This design comes from an exercise in tuning for small area and a short achievable clock period on the open sky130 flow, not from production work. At most, simulation tests tie the RTL to the original design; equivalence was not proved. Power and IR drop assume default switching activity.

job 105:
==> module double_ended_queue, before the edit <==
module double_ended_queue #(
  parameter int DEPTH      = 16,
  parameter int DATA_WIDTH = 32
) (
  input  logic clk,
  input  logic rst,
  input  logic s_tvalid,
  output logic s_tready,
  input  logic [((DATA_WIDTH+7)/8)*8-1:0] s_tdata,
  input  logic [dq_pkg::FUNC_W-1:0] s_tuser,
  output logic m_tvalid,
  input  logic m_tready,
  output logic [((DATA_WIDTH+3+$clog2(DEPTH+1)+7)/8)*8-1:0] m_tdata
);
  localparam int CNT_W     = $clog2(DEPTH + 1);
  localparam int RES_W     = DATA_WIDTH + 3 + CNT_W;
  localparam int M_TDATA_W = ((RES_W + 7) / 8) * 8;
  logic [dq_pkg::FUNC_W-1:0] func;
  logic                      accept;
  logic [CNT_W-1:0] count;
  logic [CNT_W-1:0] count_next;
  logic             empty;
  logic             full;
  logic [DEPTH-1:0] before_front;
  logic [DEPTH-1:0] after_back;
  logic [DEPTH-1:0] we;
  logic [DEPTH-1:0] rsel;
  logic             ok_q;
  logic [DATA_WIDTH-1:0] peek_q;
  logic             peek_front;
  logic             peek_back;
  logic [DATA_WIDTH-1:0] mem [DEPTH];
  logic [DATA_WIDTH-1:0] peek_word;
  assign func     = s_tuser;
  assign s_tready = !m_tvalid || m_tready;
  assign accept   = s_tvalid && s_tready;
  assign full = count[CNT_W-1];
  assign peek_front = (func == dq_pkg::FUNC_PEEK_FRONT) && !empty;
  assign peek_back  = (func == dq_pkg::FUNC_PEEK_BACK) && !empty;
  for (genvar i = 0; i < DEPTH; i++) begin : g_word
    assign we[i]   = !full && (before_front[i] || after_back[i]);
    assign rsel[i] = (peek_front && before_front[(i + DEPTH - 1) % DEPTH]) ||
                     (peek_back && after_back[(i + 1) % DEPTH]);
    dq_cell #(
      .DATA_WIDTH(DATA_WIDTH)
    ) u_cell (
      .clk      (clk),
      .we       (we[i]),
      .push_word(s_tdata[DATA_WIDTH-1:0]),
      .data     (mem[i])
    );
  end
  always_comb begin
    peek_word = '0;
    for (int i = 0; i < DEPTH; i++) begin
      peek_word = peek_word | (mem[i] & {DATA_WIDTH{rsel[i]}});
    end
  end
  always_comb begin
    count_next = count;
    case (func)
      dq_pkg::FUNC_PUSH_FRONT,
      dq_pkg::FUNC_PUSH_BACK:  if (!full) count_next = count + 1'b1;
      dq_pkg::FUNC_POP_FRONT,
      dq_pkg::FUNC_POP_BACK:   if (!empty) count_next = count - 1'b1;
      dq_pkg::FUNC_CLEAR:      count_next = '0;
      default: ;
    endcase
  end
  function automatic logic [DEPTH-1:0] ring_up(input logic [DEPTH-1:0] r);
    ring_up = {r[DEPTH-2:0], r[DEPTH-1]};
  endfunction
  function automatic logic [DEPTH-1:0] ring_down(input logic [DEPTH-1:0] r);
    ring_down = {r[0], r[DEPTH-1:1]};
  endfunction
  always_ff @(posedge clk) begin
    if (rst) begin
      count        <= '0;
      empty        <= 1'b1;
      before_front <= DEPTH'(1) << (DEPTH - 1);
      after_back   <= DEPTH'(1);
      m_tvalid     <= 1'b0;
    end else begin
      if (accept) begin
        count <= count_next;
        empty <= (count_next == '0);
        case (func)
          dq_pkg::FUNC_PUSH_FRONT: if (!full) before_front <= ring_down(before_front);
          dq_pkg::FUNC_PUSH_BACK:  if (!full) after_back <= ring_up(after_back);
          dq_pkg::FUNC_POP_FRONT:  if (!empty) before_front <= ring_up(before_front);
          dq_pkg::FUNC_POP_BACK:   if (!empty) after_back <= ring_down(after_back);
          dq_pkg::FUNC_CLEAR:      after_back <= ring_up(before_front);
          default: ;
        endcase
      end
      if (accept) begin
        m_tvalid <= 1'b1;
      end else if (m_tready) begin
        m_tvalid <= 1'b0;
      end
    end
  end
  always_ff @(posedge clk) begin
    if (s_tready) begin
      case (func)
        dq_pkg::FUNC_PUSH_FRONT,
        dq_pkg::FUNC_PUSH_BACK:  ok_q <= !full;
        dq_pkg::FUNC_POP_FRONT,
        dq_pkg::FUNC_POP_BACK,
        dq_pkg::FUNC_PEEK_FRONT,
        dq_pkg::FUNC_PEEK_BACK,
        dq_pkg::FUNC_CLEAR:      ok_q <= !empty;
        default:                 ok_q <= 1'b0;
      endcase
      peek_q <= peek_word;
    end
  end
  assign m_tdata = M_TDATA_W'({count, full, empty, peek_q, ok_q});
endmodule
Settings: LEC_CHECK=0, CAP_MARGIN=0, CORE_MARGIN=2, CORE_UTILIZATION=30, CTS_BUF_LIST=sky130_fd_sc_hd__clkbuf_8, CTS_CLUSTER_DIAMETER=45, CTS_CLUSTER_SIZE=16, SETUP_SLACK_MARGIN=2.27, SLEW_MARGIN=0; clock period 4.5 ns.
standard.sh (not shown) runs the stock make flow with config.mk's settings and CLKGATE_MAP_FILE= SYNTH_SCRIPT=/design/flow/synth_recipe.tcl, a recipe that flattens the netlist after the stock synthesis.
==> flow/flow/run.sh <==
#!/bin/bash
cp standard.sh standard_sh.txt
export BUFFER_PORTS_ARGS="-buffer_cell sky130_fd_sc_hd__buf_2"
bash standard.sh > standard.log 2>&1
Job 105 did not stop at any stage, and its layout met the timing, design-rule and antenna checks.
### job 105 -> job 101
-- flow/design.v --
<<< job 105, line 52
  logic             ok_q;
  logic [DATA_WIDTH-1:0] peek_q;
  logic             peek_front;
  logic             peek_back;
  logic [DATA_WIDTH-1:0] mem [DEPTH];
  logic [DATA_WIDTH-1:0] peek_word;
>>> job 101, line 52
  logic             ok_q;
  logic [DATA_WIDTH-1:0] peek_q;
  logic             is_peek;
  logic             is_peek_q;
  logic             pick_back;
  logic             pick_back_q;
  logic             is_peek_sel;
  logic             pick_back_sel;
  logic [DATA_WIDTH-1:0] end_word;
  logic [DATA_WIDTH-1:0] mem [DEPTH];
  logic [DATA_WIDTH-1:0] peek_word;
<<< job 105, line 60
  assign accept   = s_tvalid && s_tready;
  assign full = count[CNT_W-1];
  assign peek_front = (func == dq_pkg::FUNC_PEEK_FRONT) && !empty;
  assign peek_back  = (func == dq_pkg::FUNC_PEEK_BACK) && !empty;
  for (genvar i = 0; i < DEPTH; i++) begin : g_word
    assign we[i]   = !full && (before_front[i] || after_back[i]);
    assign rsel[i] = (peek_front && before_front[(i + DEPTH - 1) % DEPTH]) ||
                     (peek_back && after_back[(i + 1) % DEPTH]);
    dq_cell #(
      .DATA_WIDTH(DATA_WIDTH)
>>> job 101, line 65
  assign accept   = s_tvalid && s_tready;
  assign full = count[CNT_W-1];
  assign is_peek   = (func[dq_pkg::FUNC_W-1:1] == dq_pkg::FUNC_PEEK_FRONT[dq_pkg::FUNC_W-1:1]) && !empty;
  assign pick_back = func[0];
  assign is_peek_sel   = s_tready ? is_peek : is_peek_q;
  assign pick_back_sel = s_tready ? pick_back : pick_back_q;
  for (genvar i = 0; i < DEPTH; i++) begin : g_word
    assign we[i]   = !full && (before_front[i] || after_back[i]);
    assign rsel[i] = pick_back_sel ? after_back[(i + 1) % DEPTH]
                             : before_front[(i + DEPTH - 1) % DEPTH];
    dq_cell #(
      .DATA_WIDTH(DATA_WIDTH)
<<< job 105, line 76
  end
  always_comb begin
    peek_word = '0;
    for (int i = 0; i < DEPTH; i++) begin
      peek_word = peek_word | (mem[i] & {DATA_WIDTH{rsel[i]}});
    end
  end
  always_comb begin
    count_next = count;
>>> job 101, line 83
  end
  always_comb begin
    end_word = '0;
    for (int i = 0; i < DEPTH; i++) begin
      end_word = end_word | (mem[i] & {DATA_WIDTH{rsel[i]}});
    end
  end
  assign peek_word = end_word & {DATA_WIDTH{is_peek_sel}};
  always_comb begin
    count_next = count;
<<< job 105, line 137
        default:                 ok_q <= 1'b0;
      endcase
      peek_q <= peek_word;
    end
  end
  assign m_tdata = M_TDATA_W'({count, full, empty, peek_q, ok_q});
>>> job 101, line 145
        default:                 ok_q <= 1'b0;
      endcase
      is_peek_q   <= is_peek;
      pick_back_q <= pick_back;
    end
  end
  always_ff @(posedge clk) begin
    peek_q <= peek_word;
  end
  assign m_tdata = M_TDATA_W'({count, full, empty, peek_q, ok_q});
==> comparison <==
- HPWL after detailed placement: higher on job 101
- For the setup slack, job 101 came in 160 ps lower than job 105 did.
- Sequential cell fraction of total power in job 101 is 2.8 points below job 105.
- The number of detailed-route iterations in the first pass of job 101 exceeds that of job 105 by 9.
- Job 101 vs. job 105: detailed-routing wirelength on met1 moved up; combinational power moved up; area after synthesis moved up.
- As of job 101, flip-flop and latch count had risen slightly compared to job 105.
Only the layout flow was run in job 101; the RTL was not checked for function there.

The RTL this note starts from:
==> flow/design.v <==
package dq_pkg;
  localparam int FUNC_W = 3;
  localparam logic [FUNC_W-1:0] FUNC_PUSH_FRONT = 3'd0;
  localparam logic [FUNC_W-1:0] FUNC_PUSH_BACK  = 3'd1;
  localparam logic [FUNC_W-1:0] FUNC_POP_FRONT  = 3'd2;
  localparam logic [FUNC_W-1:0] FUNC_POP_BACK   = 3'd3;
  localparam logic [FUNC_W-1:0] FUNC_PEEK_FRONT = 3'd4;
  localparam logic [FUNC_W-1:0] FUNC_PEEK_BACK  = 3'd5;
  localparam logic [FUNC_W-1:0] FUNC_CLEAR      = 3'd6;
endpackage
module dq_cell #(
  parameter int DATA_WIDTH = 32
) (
  input  logic                  clk,
  input  logic                  we,
  input  logic [DATA_WIDTH-1:0] push_word,
  output logic [DATA_WIDTH-1:0] data
);
  always_ff @(posedge clk) begin
    if (we) begin
      data <= push_word;
    end
  end
endmodule
module double_ended_queue #(
  parameter int DEPTH      = 16,
  parameter int DATA_WIDTH = 32
) (
  input  logic clk,
  input  logic rst,
  input  logic s_tvalid,
  output logic s_tready,
  input  logic [((DATA_WIDTH+7)/8)*8-1:0] s_tdata,
  input  logic [dq_pkg::FUNC_W-1:0] s_tuser,
  output logic m_tvalid,
  input  logic m_tready,
  output logic [((DATA_WIDTH+3+$clog2(DEPTH+1)+7)/8)*8-1:0] m_tdata
);
  localparam int CNT_W     = $clog2(DEPTH + 1);
  localparam int PTR_W     = $clog2(DEPTH);
  localparam int RES_W     = DATA_WIDTH + 3 + CNT_W;
  localparam int M_TDATA_W = ((RES_W + 7) / 8) * 8;
  logic [dq_pkg::FUNC_W-1:0] func;
  logic                      accept;
  logic [CNT_W-1:0] count;
  logic [PTR_W-1:0] head;
  logic [PTR_W-1:0] tail;
  logic             empty;
  logic             full;
  logic             ok_q;
  logic             peek_front_q;
  logic             peek_back_q;
  logic [DEPTH-1:0] head_oh;
  logic [DEPTH-1:0] tail_oh;
  logic [DEPTH-1:0] we;
  logic [DEPTH-1:0] rsel;
  logic [DATA_WIDTH-1:0] mem [DEPTH];
  logic [DATA_WIDTH-1:0] peek_word;
  assign func     = s_tuser;
  assign s_tready = !m_tvalid || m_tready;
  assign accept   = s_tvalid && s_tready;
  assign empty = (count == '0);
  assign full  = (count == CNT_W'(DEPTH));
  always_comb begin
    for (int i = 0; i < DEPTH; i++) begin
      head_oh[i] = (head == PTR_W'(i));
      tail_oh[i] = (tail == PTR_W'(i));
    end
  end
  for (genvar i = 0; i < DEPTH; i++) begin : g_word
    assign we[i]   = !full && (head_oh[(i + 1) % DEPTH] || tail_oh[i]);
    assign rsel[i] = (peek_front_q && head_oh[i]) ||
                     (peek_back_q && tail_oh[(i + 1) % DEPTH]);
    dq_cell #(
      .DATA_WIDTH(DATA_WIDTH)
    ) u_cell (
      .clk      (clk),
      .we       (we[i]),
      .push_word(s_tdata[DATA_WIDTH-1:0]),
      .data     (mem[i])
    );
  end
  always_comb begin
    peek_word = '0;
    for (int i = 0; i < DEPTH; i++) begin
      peek_word = peek_word | (mem[i] & {DATA_WIDTH{rsel[i]}});
    end
  end
  always_ff @(posedge clk) begin
    if (rst) begin
      count    <= '0;
      tail     <= head;
      m_tvalid <= 1'b0;
    end else begin
      if (accept) begin
        case (func)
          dq_pkg::FUNC_PUSH_FRONT: begin
            if (!full) begin
              head  <= head - 1'b1;
              count <= count + 1'b1;
            end
          end
          dq_pkg::FUNC_PUSH_BACK: begin
            if (!full) begin
              tail  <= tail + 1'b1;
              count <= count + 1'b1;
            end
          end
          dq_pkg::FUNC_POP_FRONT: begin
            if (!empty) begin
              head  <= head + 1'b1;
              count <= count - 1'b1;
            end
          end
          dq_pkg::FUNC_POP_BACK: begin
            if (!empty) begin
              tail  <= tail - 1'b1;
              count <= count - 1'b1;
            end
          end
          dq_pkg::FUNC_CLEAR: begin
            tail  <= head;
            count <= '0;
          end
          default: ;
        endcase
      end
      if (accept) begin
        m_tvalid <= 1'b1;
      end else if (m_tready) begin
        m_tvalid <= 1'b0;
      end
    end
  end
  always_ff @(posedge clk) begin
    if (s_tready) begin
      case (func)
        dq_pkg::FUNC_PUSH_FRONT,
        dq_pkg::FUNC_PUSH_BACK:  ok_q <= !full;
        dq_pkg::FUNC_POP_FRONT,
        dq_pkg::FUNC_POP_BACK,
        dq_pkg::FUNC_PEEK_FRONT,
        dq_pkg::FUNC_PEEK_BACK,
        dq_pkg::FUNC_CLEAR:      ok_q <= !empty;
        default:                 ok_q <= 1'b0;
      endcase
      peek_front_q <= (func == dq_pkg::FUNC_PEEK_FRONT) && !empty;
      peek_back_q  <= (func == dq_pkg::FUNC_PEEK_BACK) && !empty;
    end
  end
  assign m_tdata = M_TDATA_W'({count, full, empty, peek_word, ok_q});
endmodule
export LEC_CHECK = 0
export CAP_MARGIN = 20
export CORE_MARGIN = 2
export CORE_UTILIZATION = 30
export SETUP_SLACK_MARGIN = 2.0
export SLEW_MARGIN = 20
create_clock -name core_clock -period 4.5 [get_ports {clk}]
run.sh (not shown) runs the stock make flow with config.mk's settings and CLKGATE_MAP_FILE= SYNTH_SCRIPT=/design/flow/synth_recipe.tcl, a recipe that flattens the netlist after the stock synthesis.
Stock flow here: none of the scripts above is used.
The baseline completed with no timing, DRC or antenna violations.
Next try:
--- a/flow/design.v
+++ b/flow/design.v
@@ -49,6 +49,7 @@
   logic             full;
   logic             ok_q;
-  logic             peek_front_q;
-  logic             peek_back_q;
+  logic [DATA_WIDTH-1:0] peek_q;
+  logic             peek_front;
+  logic             peek_back;
   logic [DEPTH-1:0] head_oh;
   logic [DEPTH-1:0] tail_oh;
@@ -61,4 +62,6 @@
   assign accept   = s_tvalid && s_tready;
   assign empty = (count == '0);
+  assign peek_front = (func == dq_pkg::FUNC_PEEK_FRONT) && !empty;
+  assign peek_back  = (func == dq_pkg::FUNC_PEEK_BACK) && !empty;
   assign full  = (count == CNT_W'(DEPTH));
   always_comb begin
@@ -70,6 +73,6 @@
   for (genvar i = 0; i < DEPTH; i++) begin : g_word
     assign we[i]   = !full && (head_oh[(i + 1) % DEPTH] || tail_oh[i]);
-    assign rsel[i] = (peek_front_q && head_oh[i]) ||
-                     (peek_back_q && tail_oh[(i + 1) % DEPTH]);
+    assign rsel[i] = (peek_front && head_oh[i]) ||
+                     (peek_back && tail_oh[(i + 1) % DEPTH]);
     dq_cell #(
       .DATA_WIDTH(DATA_WIDTH)
@@ -145,8 +148,7 @@
         default:                 ok_q <= 1'b0;
       endcase
-      peek_front_q <= (func == dq_pkg::FUNC_PEEK_FRONT) && !empty;
-      peek_back_q  <= (func == dq_pkg::FUNC_PEEK_BACK) && !empty;
+      peek_q <= peek_word;
     end
   end
-  assign m_tdata = M_TDATA_W'({count, full, empty, peek_word, ok_q});
+  assign m_tdata = M_TDATA_W'({count, full, empty, peek_q, ok_q});
 endmodule
After rerunning:
- routed wire length came out lower by 1.8%
- flip-flop and latch count came out higher by 30
- utilization came out lower by 1.3 points
- setup slack improved by 1.0 ns
- non-clock buffer count came out lower by 83
- worst hold slack improved by 0.051 ns
- maximum frequency came out higher by 35%
- design area came out higher by 2.7%
- synthesized area came out higher by 6.1%
For the second run of this note, only the layout was checked, not whether the RTL still works.

RTL: one of the versions met above, not the one the previous note started from.
For scale: ~580 flip-flops, about 81 I/O pins, about 22000 µm² of cells after synthesis.
Settings: LEC_CHECK=0, CAP_MARGIN=20, CORE_MARGIN=2, CORE_UTILIZATION=30, CTS_BUF_LIST=sky130_fd_sc_hd__clkbuf_8, CTS_CLUSTER_DIAMETER=45, CTS_CLUSTER_SIZE=16, SETUP_SLACK_MARGIN=2.0, SLEW_MARGIN=20; clock period 4.5 ns.
standard.sh (not shown) runs the stock make flow with config.mk's settings and CLKGATE_MAP_FILE= SYNTH_SCRIPT=/design/flow/synth_recipe.tcl, a recipe that flattens the netlist after the stock synthesis.
Scripts as last shown in full above: flow/flow/run.sh
Next try:
--- a/flow/design.v
+++ b/flow/design.v
@@ -35,38 +35,47 @@
   output logic m_tvalid,
   input  logic m_tready,
   output logic [((DATA_WIDTH+3+$clog2(DEPTH+1)+7)/8)*8-1:0] m_tdata
 );
   localparam int CNT_W     = $clog2(DEPTH + 1);
+  localparam int PTR_W     = $clog2(DEPTH);
   localparam int RES_W     = DATA_WIDTH + 3 + CNT_W;
   localparam int M_TDATA_W = ((RES_W + 7) / 8) * 8;
   logic [dq_pkg::FUNC_W-1:0] func;
   logic                      accept;
   logic [CNT_W-1:0] count;
+  logic [PTR_W-1:0] head;
+  logic [PTR_W-1:0] tail;
+  logic             empty;
   logic [CNT_W-1:0] count_next;
-  logic             empty;
   logic             full;
-  logic [DEPTH-1:0] before_front;
-  logic [DEPTH-1:0] after_back;
-  logic [DEPTH-1:0] we;
-  logic [DEPTH-1:0] rsel;
   logic             ok_q;
   logic [DATA_WIDTH-1:0] peek_q;
   logic             peek_front;
   logic             peek_back;
+  logic [DEPTH-1:0] head_oh;
+  logic [DEPTH-1:0] tail_oh;
+  logic [DEPTH-1:0] we;
+  logic [DEPTH-1:0] rsel;
   logic [DATA_WIDTH-1:0] mem [DEPTH];
   logic [DATA_WIDTH-1:0] peek_word;
   assign func     = s_tuser;
   assign s_tready = !m_tvalid || m_tready;
   assign accept   = s_tvalid && s_tready;
-  assign full = count[CNT_W-1];
+  assign full  = count[CNT_W-1];
   assign peek_front = (func == dq_pkg::FUNC_PEEK_FRONT) && !empty;
   assign peek_back  = (func == dq_pkg::FUNC_PEEK_BACK) && !empty;
+  always_comb begin
+    for (int i = 0; i < DEPTH; i++) begin
+      head_oh[i] = (head == PTR_W'(i));
+      tail_oh[i] = (tail == PTR_W'(i));
+    end
+  end
   for (genvar i = 0; i < DEPTH; i++) begin : g_word
-    assign we[i]   = !full && (before_front[i] || after_back[i]);
-    assign rsel[i] = (peek_front && before_front[(i + DEPTH - 1) % DEPTH]) ||
-                     (peek_back && after_back[(i + 1) % DEPTH]);
+    assign we[i]   = !full && (head_oh[(i + 1) % DEPTH] || tail_oh[i]);
+    assign rsel[i] = (peek_front && head_oh[i]) ||
+                     (peek_back && tail_oh[(i + 1) % DEPTH]);
     dq_cell #(
       .DATA_WIDTH(DATA_WIDTH)
     ) u_cell (
       .clk      (clk),
       .we       (we[i]),
@@ -89,33 +98,26 @@
       dq_pkg::FUNC_POP_BACK:   if (!empty) count_next = count - 1'b1;
       dq_pkg::FUNC_CLEAR:      count_next = '0;
       default: ;
     endcase
   end
-  function automatic logic [DEPTH-1:0] ring_up(input logic [DEPTH-1:0] r);
-    ring_up = {r[DEPTH-2:0], r[DEPTH-1]};
-  endfunction
-  function automatic logic [DEPTH-1:0] ring_down(input logic [DEPTH-1:0] r);
-    ring_down = {r[0], r[DEPTH-1:1]};
-  endfunction
   always_ff @(posedge clk) begin
     if (rst) begin
-      count        <= '0;
-      empty        <= 1'b1;
-      before_front <= DEPTH'(1) << (DEPTH - 1);
-      after_back   <= DEPTH'(1);
-      m_tvalid     <= 1'b0;
+      count    <= '0;
+      empty    <= 1'b1;
+      tail     <= head;
+      m_tvalid <= 1'b0;
     end else begin
       if (accept) begin
         count <= count_next;
         empty <= (count_next == '0);
         case (func)
-          dq_pkg::FUNC_PUSH_FRONT: if (!full) before_front <= ring_down(before_front);
-          dq_pkg::FUNC_PUSH_BACK:  if (!full) after_back <= ring_up(after_back);
-          dq_pkg::FUNC_POP_FRONT:  if (!empty) before_front <= ring_up(before_front);
-          dq_pkg::FUNC_POP_BACK:   if (!empty) after_back <= ring_down(after_back);
-          dq_pkg::FUNC_CLEAR:      after_back <= ring_up(before_front);
+          dq_pkg::FUNC_PUSH_FRONT: if (!full) head <= head - 1'b1;
+          dq_pkg::FUNC_PUSH_BACK:  if (!full) tail <= tail + 1'b1;
+          dq_pkg::FUNC_POP_FRONT:  if (!empty) head <= head + 1'b1;
+          dq_pkg::FUNC_POP_BACK:   if (!empty) tail <= tail - 1'b1;
+          dq_pkg::FUNC_CLEAR:      tail <= head;
           default: ;
         endcase
       end
       if (accept) begin
         m_tvalid <= 1'b1;
=>
- non-clock buffer count came out higher by 19
- maximum frequency is higher slightly
- worst setup slack improves by 12 ps
- synthesized cell count drops by roughly a tenth
- wire length went down by roughly a tenth
- power shrinks by a few percent
- clock-buffer cell count goes down by 5
- final area went down slightly
- global-route usage fell by 1.2 points
- register-to-register slack hardly moves
- cell count went down by a few percent
- hold slack is worse by 3.3 ps

==> separate check: timing with driven ports <==
Ports are ideal in the flow. The routed layouts listed here were re-timed in OpenROAD. Step 1 assumes that a clkbuf_16 drives the clock port and a buf_2 every other input. Step 2 adds t to the input delays and takes it off the output delays; t is the mean of the earliest and latest rising clock arrival at the registers after step 1. Input paths then give back, and output paths get back, about the clock's delay inside the block. Three values: ideal ports, drivers, drivers and shift; two values: the first two.
run | t (ns) | setup slack, ns | clock arrival spread, ns | worst data-port slew with drivers (ns)
job 105 | 0.748 | 2.218 / 2.165 / 1.449 | 0.039 / 0.039 | 0.18
job 101 | 0.738 | 2.062 / 2.062 / 1.361 | 0.055 / 0.055 | 0.11
the first run of note 2 | 0.654 | 0.688 / 0.630 / 1.284 | 0.018 / 0.018 | 0.10
the second run of note 2 | 0.671 | 1.683 / 1.625 / 1.171 | 0.029 / 0.029 | 0.11
the first run of note 3 | 0.725 | 2.031 / 2.045 / 1.320 | 0.042 / 0.042 | 0.10
the second run of note 3 | 0.720 | 2.043 / 2.059 / 1.350 | 0.040 / 0.039 | 0.12
After both steps setup and hold are still met in every run listed. The setup slack of job 105, which loses most, moves by -0.053 ns with the drivers and by -0.769 ns with both steps.
